Background: an optimization exercise with open tools, aiming at small area, a short achievable clock period and few clock cycles per item. Do not read the settings as production practice. Function was checked by simulation only, so behaviour that the tests miss may differ from the original. Power figures rest on the tool's default switching activity, not on a simulated workload.

### flow/config.mk
export PLATFORM = sky130hd
export DESIGN_NAME = cubic_spline_temporal_upsampler_core
export DESIGN_NICKNAME = cubic_spline_temporal_upsampler_core
export VERILOG_FILES = /design/flow/design.v
export SDC_FILE = /design/flow/constraint.sdc
export NUM_CORES = 4
export LEC_CHECK = 0
export CAP_MARGIN = 20
export CORE_MARGIN = 2
export CORE_UTILIZATION = 30
export SLEW_MARGIN = 20
### flow/constraint.sdc
create_clock -name core_clock -period 12.0 [get_ports {clk_i}]
set_input_delay 2.4000 -clock core_clock [delete_from_list [all_inputs] [get_ports {clk_i}]]
set_output_delay 2.4000 -clock core_clock [all_outputs]
set_load 0.01 [all_outputs]
### flow/design.v
package csu_pkg;
  localparam int unsigned PIX_W    = 8;
  localparam int unsigned Q_W      = 6;
  localparam int unsigned J_W      = 6;
  localparam int unsigned DIV_W    = 64;
  localparam int unsigned DIV_CNT_W = 7;
  localparam logic [Q_W-1:0] Q_MAX = 6'd32;
  localparam logic [PIX_W-1:0] PIX_MAX = 8'd255;
  localparam int unsigned EMIT_STEPS = 10;
  localparam logic CMD_LOAD = 1'b0;
  localparam logic CMD_EMIT = 1'b1;
  typedef enum logic [3:0] {
    MOP_NONE = 4'd0,
    MOP_Q2   = 4'd1,
    MOP_Q3   = 4'd2,
    MOP_Q2J  = 4'd3,
    MOP_JJ   = 4'd4,
    MOP_JJJ  = 4'd5,
    MOP_QJJ  = 4'd6,
    MOP_T1   = 4'd7,
    MOP_T2   = 4'd8,
    MOP_T3   = 4'd9,
    MOP_T4   = 4'd10,
    MOP_T5   = 4'd11,
    MOP_CORR = 4'd12
  } mop_e;
  typedef enum logic [1:0] {
    CW_ZERO = 2'd0,
    CW_DIV  = 2'd1,
    CW_BACK = 2'd2
  } cw_sel_e;
  typedef enum logic [1:0] {
    DSEL_SWEEP = 2'd0,
    DSEL_RHS   = 2'd1,
    DSEL_EMIT  = 2'd2
  } dsel_e;
  typedef struct packed {
    logic    y_we;
    logic    s_we;
    logic    c_we;
    logic    s_wzero;
    cw_sel_e c_wsel;
    logic    cap_y0;
    logic    cap_y1;
    logic    cap_y2;
    logic    cap_s;
    logic    cap_ca;
    logic    cap_cb;
    mop_e    mop;
    logic    div_start;
    dsel_e   dsel;
  } ctrl_t;
  typedef struct packed {
    logic             div_done;
    logic [PIX_W-1:0] pixel;
    logic [PIX_W-1:0] y1;
  } stat_t;
  function automatic logic signed [31:0] sat32(input logic signed [63:0] v);
    if (v > 64'sd2147483647) begin
      sat32 = 32'sh7fffffff;
    end else if (v < -64'sd2147483648) begin
      sat32 = 32'sh80000000;
    end else begin
      sat32 = v[31:0];
    end
  endfunction
endpackage
module csu_divider (
  input  logic                                clk_i,
  input  logic                                rst_ni,
  input  logic                                start_i,
  input  logic signed [csu_pkg::DIV_W-1:0]    num_i,
  input  logic        [csu_pkg::DIV_W-1:0]    den_i,
  output logic                                done_o,
  output logic signed [csu_pkg::DIV_W-1:0]    quo_o
);
  localparam int unsigned W = csu_pkg::DIV_W;
  logic [W-1:0]                   rem_q, qt_q, den_q;
  logic                           neg_q, busy_q, done_q;
  logic [csu_pkg::DIV_CNT_W-1:0]  cnt_q;
  logic [W-1:0]                   mag;
  logic [W:0]                     rem_sh, rem_sub;
  logic                           ge;
  assign mag     = (num_i < 0 ? W'(-num_i) : W'(num_i)) + (den_i >> 1);
  assign rem_sh  = {rem_q, qt_q[W-1]};
  assign rem_sub = rem_sh - {1'b0, den_q};
  assign ge      = rem_sh >= {1'b0, den_q};
  always_ff @(posedge clk_i or negedge rst_ni) begin
    if (!rst_ni) begin
      busy_q <= 1'b0;
      done_q <= 1'b0;
      cnt_q  <= '0;
    end else begin
      done_q <= 1'b0;
      if (start_i) begin
        busy_q <= 1'b1;
        cnt_q  <= csu_pkg::DIV_CNT_W'(W);
      end else if (busy_q) begin
        cnt_q <= cnt_q - 1'b1;
        if (cnt_q == csu_pkg::DIV_CNT_W'(1)) begin
          busy_q <= 1'b0;
          done_q <= 1'b1;
        end
      end
    end
  end
  always_ff @(posedge clk_i) begin
    if (start_i) begin
      qt_q  <= mag;
      rem_q <= '0;
      den_q <= den_i;
      neg_q <= num_i < 0;
    end else if (busy_q) begin
      rem_q <= ge ? rem_sub[W-1:0] : rem_sh[W-1:0];
      qt_q  <= {qt_q[W-2:0], ge};
    end
  end
  assign done_o = done_q;
  assign quo_o  = neg_q ? -$signed(qt_q) : $signed(qt_q);
endmodule
module csu_datapath #(
  parameter int unsigned MAX_SAMPLES = 64,
  parameter int unsigned FRAC_BITS   = 16,
  parameter int unsigned AW          = $clog2(MAX_SAMPLES)
) (
  input  logic                          clk_i,
  input  logic                          rst_ni,
  input  csu_pkg::ctrl_t                ctl_i,
  input  logic [AW-1:0]                 y_ra_i,
  input  logic [AW-1:0]                 s_ra_i,
  input  logic [AW-1:0]                 c_ra_i,
  input  logic [AW-1:0]                 y_wa_i,
  input  logic [AW-1:0]                 s_wa_i,
  input  logic [AW-1:0]                 c_wa_i,
  input  logic [csu_pkg::PIX_W-1:0]     sample_i,
  input  logic [csu_pkg::Q_W-1:0]       qe_i,
  input  logic [csu_pkg::J_W-1:0]       j_i,
  output csu_pkg::stat_t                stat_o
);
  localparam logic signed [63:0] ONE  = 64'sd1 <<< FRAC_BITS;
  localparam logic signed [63:0] HALF = ONE >>> 1;
  logic [7:0]         y_mem [MAX_SAMPLES];
  logic signed [31:0] s_mem [MAX_SAMPLES];
  logic signed [31:0] c_mem [MAX_SAMPLES];
  logic [7:0]         y_rd_q;
  logic signed [31:0] s_rd_q, c_rd_q;
  logic [7:0]         y0_q, y1_q, y2_q;
  logic signed [31:0] sw_q, ca_q, cb_q;
  logic [10:0]        q2_q;
  logic [15:0]        q3_q;
  logic [14:0]        q2j_q, jjj_q, qjj_q;
  logic [9:0]         jj_q;
  logic signed [63:0] acc_q, prod_q;
  csu_pkg::mop_e      pend_q;
  logic signed [35:0] mul_a, mul_b;
  logic signed [71:0] prod_full;
  logic [17:0]        q3x3;
  logic [16:0]        q2jx3, qjjx3;
  logic signed [8:0]  dy;
  logic signed [34:0] c2;
  logic signed [32:0] cd;
  logic signed [9:0]  diff;
  logic signed [11:0] diff3;
  logic signed [63:0] rhs, corr, back;
  logic signed [63:0] div_num, div_quo;
  logic [63:0]        div_den;
  logic               div_done;
  logic signed [31:0] s_wd, c_wd;
  always_ff @(posedge clk_i) begin
    if (ctl_i.y_we) y_mem[y_wa_i] <= sample_i;
    y_rd_q <= y_mem[y_ra_i];
  end
  always_ff @(posedge clk_i) begin
    if (ctl_i.s_we) s_mem[s_wa_i] <= s_wd;
    s_rd_q <= s_mem[s_ra_i];
  end
  always_ff @(posedge clk_i) begin
    if (ctl_i.c_we) c_mem[c_wa_i] <= c_wd;
    c_rd_q <= c_mem[c_ra_i];
  end
  always_ff @(posedge clk_i) begin
    if (ctl_i.cap_y0) y0_q <= y_rd_q;
    if (ctl_i.cap_y1) y1_q <= y_rd_q;
    if (ctl_i.cap_y2) y2_q <= y_rd_q;
    if (ctl_i.cap_s)  sw_q <= s_rd_q;
    if (ctl_i.cap_ca) ca_q <= c_rd_q;
    if (ctl_i.cap_cb) cb_q <= c_rd_q;
  end
  assign q3x3  = {1'b0, q3_q, 1'b0} + 18'(q3_q);
  assign q2jx3 = {1'b0, q2j_q, 1'b0} + 17'(q2j_q);
  assign qjjx3 = {1'b0, qjj_q, 1'b0} + 17'(qjj_q);
  assign dy    = $signed({1'b0, y1_q}) - $signed({1'b0, y0_q});
  assign c2    = (35'(ca_q) <<< 1) + 35'(cb_q);
  assign cd    = 33'(cb_q) - 33'(ca_q);
  always_comb begin
    mul_a = '0;
    mul_b = '0;
    case (ctl_i.mop)
      csu_pkg::MOP_Q2:   begin mul_a = 36'(qe_i);  mul_b = 36'(qe_i); end
      csu_pkg::MOP_Q3:   begin mul_a = 36'(q2_q);  mul_b = 36'(qe_i); end
      csu_pkg::MOP_Q2J:  begin mul_a = 36'(q2_q);  mul_b = 36'(j_i);  end
      csu_pkg::MOP_JJ:   begin mul_a = 36'(j_i);   mul_b = 36'(j_i);  end
      csu_pkg::MOP_JJJ:  begin mul_a = 36'(jj_q);  mul_b = 36'(j_i);  end
      csu_pkg::MOP_QJJ:  begin mul_a = 36'(qe_i);  mul_b = 36'(jj_q); end
      csu_pkg::MOP_T1:   begin mul_a = 36'(q3x3);  mul_b = 36'(y0_q); end
      csu_pkg::MOP_T2:   begin mul_a = 36'(q2jx3); mul_b = 36'(dy);   end
      csu_pkg::MOP_T3:   begin mul_a = 36'(q2j_q); mul_b = 36'(c2);   end
      csu_pkg::MOP_T4:   begin mul_a = 36'(qjjx3); mul_b = 36'(ca_q); end
      csu_pkg::MOP_T5:   begin mul_a = 36'(jjj_q); mul_b = 36'(cd);   end
      csu_pkg::MOP_CORR: begin mul_a = 36'(sw_q);  mul_b = 36'(ca_q); end
      default: ;
    endcase
  end
  assign prod_full = mul_a * mul_b;
  always_ff @(posedge clk_i or negedge rst_ni) begin
    if (!rst_ni) begin
      pend_q <= csu_pkg::MOP_NONE;
    end else begin
      pend_q <= ctl_i.mop;
    end
  end
  always_ff @(posedge clk_i) begin
    prod_q <= prod_full[63:0];
    case (pend_q)
      csu_pkg::MOP_Q2:   q2_q  <= prod_q[10:0];
      csu_pkg::MOP_Q3:   q3_q  <= prod_q[15:0];
      csu_pkg::MOP_Q2J:  q2j_q <= prod_q[14:0];
      csu_pkg::MOP_JJ:   jj_q  <= prod_q[9:0];
      csu_pkg::MOP_JJJ:  jjj_q <= prod_q[14:0];
      csu_pkg::MOP_QJJ:  qjj_q <= prod_q[14:0];
      csu_pkg::MOP_T1:   acc_q <= prod_q <<< FRAC_BITS;
      csu_pkg::MOP_T2:   acc_q <= acc_q + (prod_q <<< FRAC_BITS);
      csu_pkg::MOP_T3:   acc_q <= acc_q - prod_q;
      csu_pkg::MOP_T4:   acc_q <= acc_q + prod_q;
      csu_pkg::MOP_T5:   acc_q <= acc_q + prod_q;
      csu_pkg::MOP_CORR: acc_q <= prod_q;
      default: ;
    endcase
  end
  assign diff  = $signed({2'b0, y0_q}) - $signed({1'b0, y1_q, 1'b0}) + $signed({2'b0, y2_q});
  assign diff3 = (12'(diff) <<< 1) + 12'(diff);
  assign rhs   = (64'(diff3) <<< FRAC_BITS) - 64'(ca_q);
  always_comb begin
    div_num = ONE <<< FRAC_BITS;
    div_den = 64'((ONE <<< 2) - 64'(sw_q));
    case (ctl_i.dsel)
      csu_pkg::DSEL_SWEEP: ;
      csu_pkg::DSEL_RHS:   div_num = rhs <<< FRAC_BITS;
      csu_pkg::DSEL_EMIT: begin
        div_num = acc_q;
        div_den = 64'(q3x3) << FRAC_BITS;
      end
      default: ;
    endcase
  end
  csu_divider u_div (
    .clk_i   (clk_i),
    .rst_ni  (rst_ni),
    .start_i (ctl_i.div_start),
    .num_i   (div_num),
    .den_i   (div_den),
    .done_o  (div_done),
    .quo_o   (div_quo)
  );
  assign corr = (acc_q >= 0) ? ((acc_q + HALF) >>> FRAC_BITS)
                             : -((-acc_q + HALF) >>> FRAC_BITS);
  assign back = 64'(cb_q) - corr;
  assign s_wd = ctl_i.s_wzero ? 32'sd0 : csu_pkg::sat32(div_quo);
  always_comb begin
    case (ctl_i.c_wsel)
      csu_pkg::CW_DIV:  c_wd = csu_pkg::sat32(div_quo);
      csu_pkg::CW_BACK: c_wd = csu_pkg::sat32(back);
      default:          c_wd = 32'sd0;
    endcase
  end
  always_comb begin
    stat_o.div_done = div_done;
    stat_o.y1       = y1_q;
    if (div_quo < 0) begin
      stat_o.pixel = '0;
    end else if (div_quo > 64'sd255) begin
      stat_o.pixel = csu_pkg::PIX_MAX;
    end else begin
      stat_o.pixel = div_quo[7:0];
    end
  end
endmodule
module csu_ctrl #(
  parameter int unsigned MAX_SAMPLES = 64,
  parameter int unsigned AW          = $clog2(MAX_SAMPLES),
  parameter int unsigned CW          = $clog2(MAX_SAMPLES + 1)
) (
  input  logic                       clk_i,
  input  logic                       rst_ni,
  input  logic                       in_valid_i,
  output logic                       in_ready_o,
  input  logic                       in_cmd_i,
  input  logic                       in_last_i,
  input  logic                       cfg_valid_i,
  output logic                       cfg_ready_o,
  input  logic [csu_pkg::Q_W-1:0]    cfg_q_i,
  output logic                       out_valid_o,
  input  logic                       out_ready_i,
  output logic [csu_pkg::PIX_W-1:0]  out_pixel_o,
  output logic                       out_seg_end_o,
  output logic                       out_seq_end_o,
  output logic                       out_error_o,
  input  csu_pkg::stat_t             stat_i,
  output csu_pkg::ctrl_t             ctl_o,
  output logic [AW-1:0]              y_ra_o,
  output logic [AW-1:0]              s_ra_o,
  output logic [AW-1:0]              c_ra_o,
  output logic [AW-1:0]              y_wa_o,
  output logic [AW-1:0]              s_wa_o,
  output logic [AW-1:0]              c_wa_o,
  output logic [csu_pkg::Q_W-1:0]    qe_o,
  output logic [csu_pkg::J_W-1:0]    j_o
);
  typedef enum logic [26:0] {
    ST_IDLE   = 27'd1 << 0,
    ST_F_INIT = 27'd1 << 1,
    ST_F_RA   = 27'd1 << 2,
    ST_F_RB   = 27'd1 << 3,
    ST_F_RC   = 27'd1 << 4,
    ST_F_RD   = 27'd1 << 5,
    ST_F_DS   = 27'd1 << 6,
    ST_F_DW   = 27'd1 << 7,
    ST_F_RS   = 27'd1 << 8,
    ST_F_RW   = 27'd1 << 9,
    ST_F_END  = 27'd1 << 10,
    ST_B_RA   = 27'd1 << 11,
    ST_B_RB   = 27'd1 << 12,
    ST_B_RC   = 27'd1 << 13,
    ST_B_WT   = 27'd1 << 14,
    ST_B_WR   = 27'd1 << 15,
    ST_S_DONE = 27'd1 << 16,
    ST_E_RA   = 27'd1 << 17,
    ST_E_RB   = 27'd1 << 18,
    ST_E_RC   = 27'd1 << 19,
    ST_E_WQ   = 27'd1 << 20,
    ST_E_OP   = 27'd1 << 21,
    ST_E_DS   = 27'd1 << 22,
    ST_E_DW   = 27'd1 << 23,
    ST_E_PUSH = 27'd1 << 24,
    ST_E_FIN  = 27'd1 << 25,
    ST_ERR    = 27'd1 << 26
  } state_e;
  state_e                     state_q, state_d;
  logic [CW-1:0]              cnt_q, cnt_d;
  logic [AW-1:0]              seg_q, seg_d;
  logic                       solved_q, solved_d;
  logic [AW-1:0]              i_q, i_d;
  logic [csu_pkg::J_W-1:0]    j_q, j_d;
  logic [csu_pkg::Q_W-1:0]    qe_q, qe_d;
  logic                       final_q, final_d;
  logic [3:0]                 step_q, step_d;
  logic [csu_pkg::Q_W-1:0]    qreg_q;
  logic                       ov_q, ov_d;
  logic [csu_pkg::PIX_W-1:0]  opix_q, opix_d;
  logic                       oseg_q, oseg_d, oseq_q, oseq_d, oerr_q, oerr_d;
  logic [CW-1:0]              cnt_eff, cnt_m1, cnt_m2;
  logic [CW:0]                seg_p1;
  logic [AW-1:0]              emit_i;
  logic                       out_free;
  logic [csu_pkg::Q_W-1:0]    q_clamp;
  assign cnt_eff  = solved_q ? '0 : cnt_q;
  assign cnt_m1   = cnt_q - CW'(1);
  assign cnt_m2   = cnt_q - CW'(2);
  assign seg_p1   = (CW+1)'(seg_q) + 1'b1;
  assign emit_i   = (seg_p1 >= (CW+1)'(cnt_q)) ? cnt_m2[AW-1:0] : seg_q;
  assign out_free = !ov_q || out_ready_i;
  assign q_clamp  = (qreg_q == '0) ? csu_pkg::Q_W'(1) :
                    (qreg_q > csu_pkg::Q_MAX) ? csu_pkg::Q_MAX : qreg_q;
  always_comb begin
    state_d  = state_q;
    cnt_d    = cnt_q;
    seg_d    = seg_q;
    solved_d = solved_q;
    i_d      = i_q;
    j_d      = j_q;
    qe_d     = qe_q;
    final_d  = final_q;
    step_d   = step_q;
    ov_d     = ov_q && !out_ready_i;
    opix_d   = opix_q;
    oseg_d   = oseg_q;
    oseq_d   = oseq_q;
    oerr_d   = oerr_q;
    ctl_o    = '0;
    ctl_o.mop    = csu_pkg::MOP_NONE;
    ctl_o.c_wsel = csu_pkg::CW_ZERO;
    ctl_o.dsel   = csu_pkg::DSEL_SWEEP;
    y_ra_o   = i_q;
    s_ra_o   = i_q;
    c_ra_o   = i_q;
    y_wa_o   = cnt_eff[AW-1:0];
    s_wa_o   = i_q;
    c_wa_o   = i_q;
    case (state_q)
      ST_IDLE: begin
        if (in_valid_i) begin
          if (in_cmd_i == csu_pkg::CMD_LOAD) begin
            if (solved_q) begin
              solved_d = 1'b0;
              seg_d    = '0;
            end
            cnt_d = cnt_eff;
            if (cnt_eff < CW'(MAX_SAMPLES)) begin
              ctl_o.y_we = 1'b1;
              cnt_d      = cnt_eff + 1'b1;
            end
            if (in_last_i) state_d = ST_F_INIT;
          end else if (!solved_q || cnt_q < CW'(2)) begin
            if (solved_q) begin
              solved_d = 1'b0;
              cnt_d    = '0;
              seg_d    = '0;
            end
            state_d = ST_ERR;
          end else begin
            i_d     = emit_i;
            final_d = (CW'(emit_i) + CW'(2)) == cnt_q;
            qe_d    = q_clamp;
            j_d     = '0;
            state_d = ST_E_RA;
          end
        end
      end
      ST_F_INIT: begin
        if (cnt_q < CW'(2)) begin
          state_d = ST_S_DONE;
        end else begin
          ctl_o.s_we    = 1'b1;
          ctl_o.s_wzero = 1'b1;
          ctl_o.c_we    = 1'b1;
          s_wa_o        = '0;
          c_wa_o        = '0;
          i_d           = AW'(1);
          state_d       = (cnt_q == CW'(2)) ? ST_F_END : ST_F_RA;
        end
      end
      ST_F_RA: begin
        y_ra_o  = i_q - 1'b1;
        s_ra_o  = i_q - 1'b1;
        c_ra_o  = i_q - 1'b1;
        state_d = ST_F_RB;
      end
      ST_F_RB: begin
        ctl_o.cap_y0 = 1'b1;
        ctl_o.cap_s  = 1'b1;
        ctl_o.cap_ca = 1'b1;
        state_d      = ST_F_RC;
      end
      ST_F_RC: begin
        ctl_o.cap_y1 = 1'b1;
        y_ra_o       = i_q + 1'b1;
        state_d      = ST_F_RD;
      end
      ST_F_RD: begin
        ctl_o.cap_y2 = 1'b1;
        state_d      = ST_F_DS;
      end
      ST_F_DS: begin
        ctl_o.div_start = 1'b1;
        state_d         = ST_F_DW;
      end
      ST_F_DW: begin
        if (stat_i.div_done) begin
          ctl_o.s_we = 1'b1;
          state_d    = ST_F_RS;
        end
      end
      ST_F_RS: begin
        ctl_o.div_start = 1'b1;
        ctl_o.dsel      = csu_pkg::DSEL_RHS;
        state_d         = ST_F_RW;
      end
      ST_F_RW: begin
        ctl_o.dsel = csu_pkg::DSEL_RHS;
        if (stat_i.div_done) begin
          ctl_o.c_we   = 1'b1;
          ctl_o.c_wsel = csu_pkg::CW_DIV;
          if ((CW'(i_q) + CW'(2)) == cnt_q) begin
            state_d = ST_F_END;
          end else begin
            i_d     = i_q + 1'b1;
            state_d = ST_F_RA;
          end
        end
      end
      ST_F_END: begin
        ctl_o.s_we    = 1'b1;
        ctl_o.s_wzero = 1'b1;
        ctl_o.c_we    = 1'b1;
        s_wa_o        = cnt_m1[AW-1:0];
        c_wa_o        = cnt_m1[AW-1:0];
        i_d           = cnt_m2[AW-1:0];
        state_d       = (cnt_q >= CW'(3)) ? ST_B_RA : ST_S_DONE;
      end
      ST_B_RA: begin
        c_ra_o  = i_q + 1'b1;
        state_d = ST_B_RB;
      end
      ST_B_RB: begin
        ctl_o.cap_s  = 1'b1;
        ctl_o.cap_ca = 1'b1;
        state_d      = ST_B_RC;
      end
      ST_B_RC: begin
        ctl_o.cap_cb = 1'b1;
        ctl_o.mop    = csu_pkg::MOP_CORR;
        state_d      = ST_B_WT;
      end
      ST_B_WT: state_d = ST_B_WR;
      ST_B_WR: begin
        ctl_o.c_we   = 1'b1;
        ctl_o.c_wsel = csu_pkg::CW_BACK;
        if (i_q == AW'(1)) begin
          state_d = ST_S_DONE;
        end else begin
          i_d     = i_q - 1'b1;
          state_d = ST_B_RA;
        end
      end
      ST_S_DONE: begin
        solved_d = 1'b1;
        seg_d    = '0;
        state_d  = ST_IDLE;
      end
      ST_E_RA: begin
        ctl_o.mop = csu_pkg::MOP_Q2;
        state_d   = ST_E_RB;
      end
      ST_E_RB: begin
        ctl_o.cap_y0 = 1'b1;
        ctl_o.cap_ca = 1'b1;
        y_ra_o       = i_q + 1'b1;
        c_ra_o       = i_q + 1'b1;
        state_d      = ST_E_RC;
      end
      ST_E_RC: begin
        ctl_o.cap_y1 = 1'b1;
        ctl_o.cap_cb = 1'b1;
        ctl_o.mop    = csu_pkg::MOP_Q3;
        state_d      = ST_E_WQ;
      end
      ST_E_WQ: begin
        step_d  = '0;
        state_d = ST_E_OP;
      end
      ST_E_OP: begin
        case (step_q)
          4'd0:    ctl_o.mop = csu_pkg::MOP_JJ;
          4'd1:    ctl_o.mop = csu_pkg::MOP_Q2J;
          4'd2:    ctl_o.mop = csu_pkg::MOP_JJJ;
          4'd3:    ctl_o.mop = csu_pkg::MOP_QJJ;
          4'd4:    ctl_o.mop = csu_pkg::MOP_T1;
          4'd5:    ctl_o.mop = csu_pkg::MOP_T2;
          4'd6:    ctl_o.mop = csu_pkg::MOP_T3;
          4'd7:    ctl_o.mop = csu_pkg::MOP_T4;
          4'd8:    ctl_o.mop = csu_pkg::MOP_T5;
          default: ctl_o.mop = csu_pkg::MOP_NONE;
        endcase
        if (step_q == 4'(csu_pkg::EMIT_STEPS - 1)) begin
          state_d = ST_E_DS;
        end else begin
          step_d = step_q + 1'b1;
        end
      end
      ST_E_DS: begin
        ctl_o.div_start = 1'b1;
        ctl_o.dsel      = csu_pkg::DSEL_EMIT;
        state_d         = ST_E_DW;
      end
      ST_E_DW: begin
        if (stat_i.div_done) state_d = ST_E_PUSH;
      end
      ST_E_PUSH: begin
        if (out_free) begin
          ov_d   = 1'b1;
          opix_d = stat_i.pixel;
          oseq_d = 1'b0;
          oerr_d = 1'b0;
          oseg_d = !final_q && (j_q == qe_q - 1'b1);
          if (j_q == qe_q - 1'b1) begin
            if (final_q) begin
              state_d = ST_E_FIN;
            end else begin
              seg_d   = i_q + 1'b1;
              state_d = ST_IDLE;
            end
          end else begin
            j_d     = j_q + 1'b1;
            step_d  = '0;
            state_d = ST_E_OP;
          end
        end
      end
      ST_E_FIN: begin
        if (out_free) begin
          ov_d     = 1'b1;
          opix_d   = stat_i.y1;
          oseg_d   = 1'b1;
          oseq_d   = 1'b1;
          oerr_d   = 1'b0;
          solved_d = 1'b0;
          cnt_d    = '0;
          seg_d    = '0;
          state_d  = ST_IDLE;
        end
      end
      ST_ERR: begin
        if (out_free) begin
          ov_d    = 1'b1;
          opix_d  = '0;
          oseg_d  = 1'b1;
          oseq_d  = 1'b0;
          oerr_d  = 1'b1;
          state_d = ST_IDLE;
        end
      end
      default: state_d = ST_IDLE;
    endcase
  end
  always_ff @(posedge clk_i or negedge rst_ni) begin
    if (!rst_ni) begin
      state_q  <= ST_IDLE;
      cnt_q    <= '0;
      seg_q    <= '0;
      solved_q <= 1'b0;
      i_q      <= '0;
      j_q      <= '0;
      qe_q     <= csu_pkg::Q_W'(1);
      final_q  <= 1'b0;
      step_q   <= '0;
      ov_q     <= 1'b0;
      qreg_q   <= csu_pkg::Q_W'(2);
    end else begin
      state_q  <= state_d;
      cnt_q    <= cnt_d;
      seg_q    <= seg_d;
      solved_q <= solved_d;
      i_q      <= i_d;
      j_q      <= j_d;
      qe_q     <= qe_d;
      final_q  <= final_d;
      step_q   <= step_d;
      ov_q     <= ov_d;
      if (cfg_valid_i) qreg_q <= cfg_q_i;
    end
  end
  always_ff @(posedge clk_i) begin
    opix_q <= opix_d;
    oseg_q <= oseg_d;
    oseq_q <= oseq_d;
    oerr_q <= oerr_d;
  end
  assign in_ready_o    = state_q == ST_IDLE;
  assign cfg_ready_o   = 1'b1;
  assign out_valid_o   = ov_q;
  assign out_pixel_o   = opix_q;
  assign out_seg_end_o = oseg_q;
  assign out_seq_end_o = oseq_q;
  assign out_error_o   = oerr_q;
  assign qe_o          = qe_q;
  assign j_o           = j_q;
endmodule
module cubic_spline_temporal_upsampler_core #(
  parameter int unsigned MAX_SAMPLES = 64,
  parameter int unsigned FRAC_BITS   = 16
) (
  input  logic                       clk_i,
  input  logic                       rst_ni,
  input  logic                       in_valid_i,
  output logic                       in_ready_o,
  input  logic                       in_cmd_i,
  input  logic [csu_pkg::PIX_W-1:0]  in_sample_i,
  input  logic                       in_last_i,
  output logic                       out_valid_o,
  input  logic                       out_ready_i,
  output logic [csu_pkg::PIX_W-1:0]  out_pixel_o,
  output logic                       out_seg_end_o,
  output logic                       out_seq_end_o,
  output logic                       out_error_o,
  input  logic                       cfg_valid_i,
  output logic                       cfg_ready_o,
  input  logic [csu_pkg::Q_W-1:0]    cfg_q_i
);
  localparam int unsigned AW = $clog2(MAX_SAMPLES);
  csu_pkg::ctrl_t              ctl;
  csu_pkg::stat_t              stat;
  logic [AW-1:0]               y_ra, s_ra, c_ra, y_wa, s_wa, c_wa;
  logic [csu_pkg::Q_W-1:0]     qe;
  logic [csu_pkg::J_W-1:0]     j;
  csu_ctrl #(
    .MAX_SAMPLES (MAX_SAMPLES)
  ) u_ctrl (
    .clk_i         (clk_i),
    .rst_ni        (rst_ni),
    .in_valid_i    (in_valid_i),
    .in_ready_o    (in_ready_o),
    .in_cmd_i      (in_cmd_i),
    .in_last_i     (in_last_i),
    .cfg_valid_i   (cfg_valid_i),
    .cfg_ready_o   (cfg_ready_o),
    .cfg_q_i       (cfg_q_i),
    .out_valid_o   (out_valid_o),
    .out_ready_i   (out_ready_i),
    .out_pixel_o   (out_pixel_o),
    .out_seg_end_o (out_seg_end_o),
    .out_seq_end_o (out_seq_end_o),
    .out_error_o   (out_error_o),
    .stat_i        (stat),
    .ctl_o         (ctl),
    .y_ra_o        (y_ra),
    .s_ra_o        (s_ra),
    .c_ra_o        (c_ra),
    .y_wa_o        (y_wa),
    .s_wa_o        (s_wa),
    .c_wa_o        (c_wa),
    .qe_o          (qe),
    .j_o           (j)
  );
  csu_datapath #(
    .MAX_SAMPLES (MAX_SAMPLES),
    .FRAC_BITS   (FRAC_BITS)
  ) u_dp (
    .clk_i    (clk_i),
    .rst_ni   (rst_ni),
    .ctl_i    (ctl),
    .y_ra_i   (y_ra),
    .s_ra_i   (s_ra),
    .c_ra_i   (c_ra),
    .y_wa_i   (y_wa),
    .s_wa_i   (s_wa),
    .c_wa_i   (c_wa),
    .sample_i (in_sample_i),
    .qe_i     (qe),
    .j_i      (j),
    .stat_o   (stat)
  );
endmodule
### flow/run.sh
#!/bin/bash
# synth_recipe.tcl (not shown) runs the flow's synth.tcl, then flattens the netlist and writes it again
# the make line also repeats each setting of config.mk as NAME=value (left out here)
make -C /OpenROAD-flow-scripts/flow DESIGN_CONFIG=/design/flow/config.mk WORK_HOME=/design/flow/orfs CLKGATE_MAP_FILE= SYNTH_SCRIPT=/design/flow/synth_recipe.tcl finish
==> impl_metrics.csv <==
group,metric,value,unit
status,outcome,"complete, no violations",
sta,fmax,0.0853,GHz
pwr,clockPowerShare,33.0,%
route,vias,188000,
synthesis,synth_area_leaders,"edfxtp_1 (54%), fa_1 (8.7%), mux4_2 (6.0%)",
pwr,pwr-share-comb,26.4,%
synthesis,synth-edff-count,4985,
critical_path,cp.required,13.02,ns
critical_path,rr_worst_depth,43,
synthesis,synth_top_area_share,53.8,%
pwr,ir_worst_vdd,0.000192,V
clock_tree,htree_levels,6,
critical_path,crit_path_start,"u_dp.cb_q[5]$_DFFE_PP_",
route,drt_pre_antenna_iters,7,
pwr,p_total,51.8,mW
floorplan,initial_core_util,30.1,%
clock_tree,insertion_delay,1.16,ns
synthesis,post_synth_num_cell_types,111,
critical_path,cpMaxStageDelayCell,"edfxtp_1",
synthesis,yosysSeqAreaShare,56.0,%
clock_tree,cts_hold_buf,0,
route,routed_wirelength,936000,um
synthesis,yosysMostFrequentCell,"edfxtp_1",
synthesis,muxShareOfSynthArea,6.73,%
global_routing,grt_pass1_wl,1340000,um
pwr,p_leak,113,nW
synthesis,syn_area,278000,sq um
placed_design,dp_hpwl,631000,um
global_routing,antenna_found_initial,86,
sta,skew,0.126,ns
synthesis,synth_xor_area_share,2.42,%
synthesis,synthArstFlopShare,1.59,%
worst_hold_path,worstHoldStart,"u_dp.s_rd_q[13]$_DFF_P_",
sta,final-setup-viol-count,0,
sta,drv_slew,0,
synthesis,ys.flop_type,"edfxtp_1",
critical_path,r2r_slack,0.27,ns
placed_design,place_congestion,0.963,
worst_hold_path,min_path_type,"reg2reg",
sta,finalHoldViolations,0,
route,via_per_inst,5.39,
sta,holdWs,0.394,ns
floorplan,die_h,967,um
route,antenna_left,0,
clock_tree,numCtsBuffers,563,
clock_tree,cts_sinks,5269,
finish,fin_util,34.4,%
floorplan,coreArea,924000,sq um
critical_path,max_stage_delay,0.53,ns
critical_path,reg2reg_from,"u_dp.cb_q[5]$_DFFE_PP_",
sta,worst_slack,0.272,ns
clock_tree,cts_tree,"built",
sta,finalCritPeriodShare,97.7,%
finish,drive_gt1_share,12.9,%
sta,tightestPinTransition,1.22,ns
critical_path,crit_path_end_kind,"register",
global_routing,grt_max_degree,144,
synthesis,syn_area_per_cell,12.7,sq um
floorplan,io_pins,35,
worst_hold_path,min_to,"u_dp.sw_q[13]$_DFFE_PP_",
pwr,p_switching,16.9,mW
job,drv_cap,0,
synthesis,synthAdderAreaFrac,11.9,%
pwr,p_seq_share,40.6,%
floorplan,row_count,353,
critical_path,worstSetupPathType,"reg2reg",
finish,nets,24100,
finish,layout-area-overhead-vs-synth,14.3,%
critical_path,worst-path-buf-inv,9,
worst_hold_path,holdPathStages,0,
synthesis,yosys_warnings,3,
sta,period_needed,11.73,ns
route,detail_route.iter0.violations,22900,
clock_tree,clk_pin_slew_worst_paths,0.06,ns
synthesis,synth_compound_area_share,8.40,%
sta,tns,0,ns
synthesis,synth-simple-area-share,11.0,%
clock_tree,root_buffer,"clkbuf_16",
critical_path,worstPathMaxFanout,15,
route,wl_per_cell,26.8,um
critical_path,start_kind,"register",
pwr,swShare,32.7,%
global_routing,track_usage,19.3,%
critical_path,crit_family,"adder cells",
sta,slew_headroom,18.0,%
global_routing,grt_pass1_vias,185000,
floorplan,dieWidth,967,um
route,drc,0,
synthesis,synth_top_family_by_area,"adder cells",
global_routing,grt_overflow,0,
placed_design,post-place-ws,-0.166,ns
synthesis,synth_commonest_cells,"edfxtp_1 (4985), nand2_1 (3572), inv_1 (1417)",
clock_tree,clk_path_buf_depth,4,
pwr,power_density,163,nW/um^2
synthesis,ys_ff_latch,5269,
critical_path,cp_common_cell,"fa_1",
synthesis,synth_top_area_cell,"edfxtp_1",
synthesis,syn_nets,23800,
critical_path,worstPathArrival,12.75,ns
placed_design,portBuffers,33,
synthesis,synthCells,21900,
pwr,p_int,34.8,mW
floorplan,die_area,935000,sq um
critical_path,regToRegEndpoint,"u_dp.prod_q[63]$_DFF_P_",
==> per-layer routing <==
| layer | wire [um] | part of all wire (%) | up-vias | GRT usage, % |
|---|---|---|---|---|
| li1 | - | - | 80600 | - |
| met4 | 40400 | 4.3 | 22 | 7.27 |
| met2 | 427000 | 46 | 8897 | 30.5 |
| met3 | 79500 | 8.5 | 1570 | 3.13 |
| met1 | 388000 | 42 | 97300 | 26.8 |
| met5 | 157 | 0.017 | - | 0 |
==> area by class of cell <==
class	instances	area [sq um]
Tap cell	12200	15300
Clock inverter	302	3030
Multi-Input combinational cell	14000	115000
Fill cell	89700	606000
Timing Repair Buffer	935	8760
Timing Repair inverter	1	5.00
Antenna cell	58	145
Clock buffer	725	15000
Sequential cell	5269	156000
Inverter	1426	5360
==> cell families after synthesis <==
logic type	count (synthesis)
buffers and inverters	2620
adder cells (fa/ha/maj)	1914
other	2
XOR/XNOR	767
multiplexers	935
AND/OR/NAND/NOR	6858
flip-flops	5269
AO/OA/AOI/OAI	3520
==> placed cells by master, fill, tap and decap left out, types with 85 or more instances in the layout <==
| cell type | count |
|---|---|
| buf_12 | 131 |
| nand3_1 | 765 |
| o21ai_0 | 563 |
| o21a_1 | 99 |
| a211oi_1 | 139 |
| ha_1 | 698 |
| a21o_1 | 250 |
| inv_1 | 1415 |
| clkbuf_16 | 571 |
| a21oi_1 | 1002 |
| nand2_1 | 3556 |
| buf_4 | 767 |
| nand4_1 | 105 |
| nor2_4 | 163 |
| a221oi_1 | 156 |
| fa_1 | 1213 |
| o21bai_1 | 85 |
| o31ai_1 | 86 |
| nor3_1 | 231 |
| mux2i_1 | 165 |
| clkinv_1 | 132 |
| a31oi_1 | 225 |
| dfxtp_1 | 200 |
| xor2_1 | 297 |
| xnor2_1 | 454 |
| a311oi_1 | 205 |
| edfxtp_1 | 4985 |
| mux4_2 | 745 |
| clkbuf_1 | 141 |
| nor2_1 | 887 |
| or3_1 | 93 |
| nor4_1 | 103 |
| and3_1 | 284 |
| nand2b_1 | 121 |
| and2_1 | 199 |
==> power by group through the flow <==
stage	sequential, mW	clock, mW	combinational [mW]
after detailed placement	21.4	0	13.6
after floorplan	21.2	0	8.48
after global routing	21.0	18.0	14.5
after CTS	21.0	17.4	13.6
final	21.0	17.1	13.7
after global placement	21.4	0	13.4
==> how the worst max path moves through the flow <==
stage,to,cells past startpoint
after global placement,u_dp.prod_q[63]$_DFF_P_,44
after detailed placement,u_dp.prod_q[61]$_DFF_P_,44
after floorplan,u_dp.prod_q[61]$_DFF_P_,41
after global routing,u_dp.prod_q[63]$_DFF_P_,44
final,u_dp.prod_q[63]$_DFF_P_,43
after CTS,u_dp.prod_q[61]$_DFF_P_,46
==> sequential cells by signal, indices dropped and copies added, names as in the netlist, 16 cells and up <==
signal            count
u_dp.sw_q            32
u_dp.c_mem         2048
u_ctrl.state_q       27
u_dp.u_div.rem_q     64
u_dp.s_mem         2048
u_dp.u_div.qt_q      64
u_dp.ca_q            32
u_dp.prod_q          64
u_dp.cb_q            32
u_dp.s_rd_q          32
u_dp.y_mem          512
u_dp.acc_q           64
u_dp.u_div.den_q     35
u_dp.c_rd_q          32
u_dp.q3_q            16
==> through the flow <==
step | area, sq um | cells
floorplan | 278000 | 21900
global placement | 299000 | 33800
detailed placement | 299000 | 33900
CTS | 317000 | 34900
global route | 318000 | 34900
finish | 318000 | 35000
==> what timing repair did <==
action	4_1_cts	5_1_grt
setup endpoints to repair	3	13
endpoints found under the hold margin	0	0
gates resized for setup	8	48
gates cloned	0	1
pin swaps	0	6
buffers inserted	3	13
Testbench counts, summed over its fixed seeds: cycles 582,151, items 5,529.

[re-timing with driven ports]
In the flow no input, the clock included, has a driving cell. The finished layout below was timed again as built, in two steps. Step 1 assumes that a clkbuf_16 drives the clock port and a buf_2 every other input. Step 2 adds t to the input delays and takes it off the output delays; t is the mean of the earliest and latest rising clock arrival at the registers after step 1. Input paths then give back, and output paths get back, about the clock's delay inside the block. a / b / c = no drivers / after step 1 / after step 2; a / b = the first two.
t, ns: 1.259
setup slack, ns: 0.272 / 0.272 / 0.272
cell pins on the clock port's net: 1
After both steps setup and hold are still met in this run. For this run, drivers alone change the setup slack by 0.000 ns; drivers and shift together by 0.000 ns.
